From an optimization exercise on the open Yosys and OpenROAD flow, aimed at small area, a short achievable clock period and few clock cycles per item; shortcuts taken in it are not production practice.
Where RTL was checked, it was by simulation tests only, not by an equivalence proof against the original.
Power is estimated from default activity; no workload was simulated.

== v33 ==
## lc4_ooo_core
module lc4_ooo_core (
   input  logic        gwe,
   input  logic        rst_n,
   output logic [15:0] imem_addr,
   input  logic [15:0] imem_out,
   output logic        commit_valid,
   output logic [15:0] commit_pc,
   output logic [15:0] commit_insn,
   output logic [15:0] commit_value,
   output logic        commit_we,
   output logic [2:0]  commit_reg,
   output logic [2:0]  commit_nzp
);
Settings: LEC_CHECK=0, CAP_MARGIN=20, CORE_MARGIN=2, CORE_UTILIZATION=40, CTS_CLUSTER_DIAMETER=120, CTS_CLUSTER_SIZE=22, SLEW_MARGIN=20; clock period 9.0 ns.
standard.sh (not shown) runs the stock make flow with config.mk's settings and CLKGATE_MAP_FILE= SYNTH_SCRIPT=/design/flow/synth_recipe.tcl, a recipe that flattens the netlist after the stock synthesis.
==> flow/flow/run.sh <==
#!/bin/bash
# Standard layout (the standard.sh), with plain buffers on the ports and a
# tighter setup repair target. Each tool's output goes to a log in this folder.
set -euo pipefail
bash standard.sh BUFFER_PORTS_ARGS="-buffer_cell sky130_fd_sc_hd__buf_1" SETUP_SLACK_MARGIN=5.7 finish > flow_make.log 2>&1
diff inputs: v33 => v19
==> flow/flow/run.sh <==
#!/bin/bash
# Standard layout (the standard.sh), with plain buffers on the ports and a
# tighter setup repair target. Each tool's output goes to a log in this folder.
set -euo pipefail
bash standard.sh BUFFER_PORTS_ARGS="-buffer_cell sky130_fd_sc_hd__buf_1" SETUP_SLACK_MARGIN=5.95 finish > flow_make.log 2>&1
Notes after the runs:
Sort v33 and v19 by non-clock buffer count, ascending, and v33 comes first. Against v33, routed wire length in v19 came out worse. In terms of sequential power, v19 and v33 differ only marginally. Diff v33..v19 | max-slew violation count | unchanged. NOTE: filler cell count in v19 falls short of that of v33. Run comparison: v33 slowest cell on the critical path fa_2; v19 slowest cell on the critical path fa_1. Part of the power in combinational logic: v19 vs v33 up 1.4 points. Compared with v33, v19 improves post-route minimum period.
No run of this note included a check of the RTL's function; only the layout flow was run.

========
lc4_ooo_core, a different RTL version from the one above (not shown whole).
Size in the first run: roughly 1400 cells after synthesis, ~90 I/O pins, roughly 0.016 mm² of cells after synthesis.
export LEC_CHECK = 0
export CAP_MARGIN = 20
export CORE_MARGIN = 2
export CORE_UTILIZATION = 40
export CTS_CLUSTER_DIAMETER = 120
export CTS_CLUSTER_SIZE = 22
export SLEW_MARGIN = 20
create_clock -name core_clock -period 9.0 [get_ports {gwe}]
==> flow/flow/run.sh <==
#!/bin/bash
# Standard layout (the standard.sh), with plain buffers on the ports and a
# tighter setup repair target. Each tool's output goes to a log in this folder.
set -euo pipefail
bash standard.sh BUFFER_PORTS_ARGS="-buffer_cell sky130_fd_sc_hd__buf_1" SETUP_SLACK_MARGIN=5.5 finish > flow_make.log 2>&1
Testbench counts at the start, summed over its fixed seeds: cycles 17,590, items 16,000.
==> next run, changes <==
==> flow/flow/run.sh (replaced) <==
#!/bin/bash
# Standard layout (the standard.sh), with plain buffers on the ports and a
# tighter setup repair target. Each tool's output goes to a log in this folder.
set -euo pipefail
bash standard.sh BUFFER_PORTS_ARGS="-buffer_cell sky130_fd_sc_hd__buf_2" SETUP_SLACK_MARGIN=5.5 finish > flow_make.log 2>&1
CTS_BUF_LIST = sky130_fd_sc_hd__clkbuf_4 sky130_fd_sc_hd__clkbuf_8   (was not set)
CTS_CLUSTER_DIAMETER = not set   (was 120)
CTS_CLUSTER_SIZE = not set   (was 22)
Final area is higher by 3.3%.
Setup slack got worse by 0.023 ns.
Power is higher by 8.8%.
Combinational power is about the same.
==> next run, changes <==
==> flow/flow/run.sh (replaced) <==
#!/bin/bash
# Standard layout (the standard.sh), with plain buffers on the ports and a
# tighter setup repair target. Each tool's output goes to a log in this folder.
set -euo pipefail
bash standard.sh BUFFER_PORTS_ARGS="-buffer_cell sky130_fd_sc_hd__buf_2" SETUP_SLACK_MARGIN=6 finish > flow_make.log 2>&1
CTS_BUF_LIST = not set   (was sky130_fd_sc_hd__clkbuf_4 sky130_fd_sc_hd__clkbuf_8)
Result:
- The changed run produced a clean layout
- final area grows by 7.6%
- wire length rises by 2.1%
- cell count rises by 1.3%
- utilization is higher by 3.5 points
- synthesized cell count stays the same
- power went up by 11%
- worst setup slack improves by 0.14 ns
- register-to-register slack improved by 0.14 ns

==> separate check: timing with driven ports <==
The flow's constraints put no driver on any port. The routed layouts listed below were extracted and timed again, unchanged, in two steps. Step 1 assumes that a clkbuf_16 drives the clock port and a buf_2 every other input. Step 2 moves the port delays by t, midway between the first and last clock arrival at a register: inputs arrive t later, outputs are due t later. That takes back most of the time a late clock gives input paths. Slacks: ideal / step 1 / step 2; pairs: ideal / step 1.
run	t (ns)	setup WS [ns]	worst setup path at the end	worst slew at a driven data input, ns
v33	0.564	5.360 / 5.360 / 5.360	register to register	0.05
v19	0.579	5.382 / 5.382 / 5.382	register to register	0.05
the first run of note 2	0.568	5.625 / 5.625 / 5.625	register to register	0.05
the second run of note 2	0.637	5.602 / 5.602 / 5.602	register to register	0.05
the third run of note 2	0.625	5.746 / 5.746 / 5.746	register to register	0.05
After both steps every run listed still meets setup and hold.
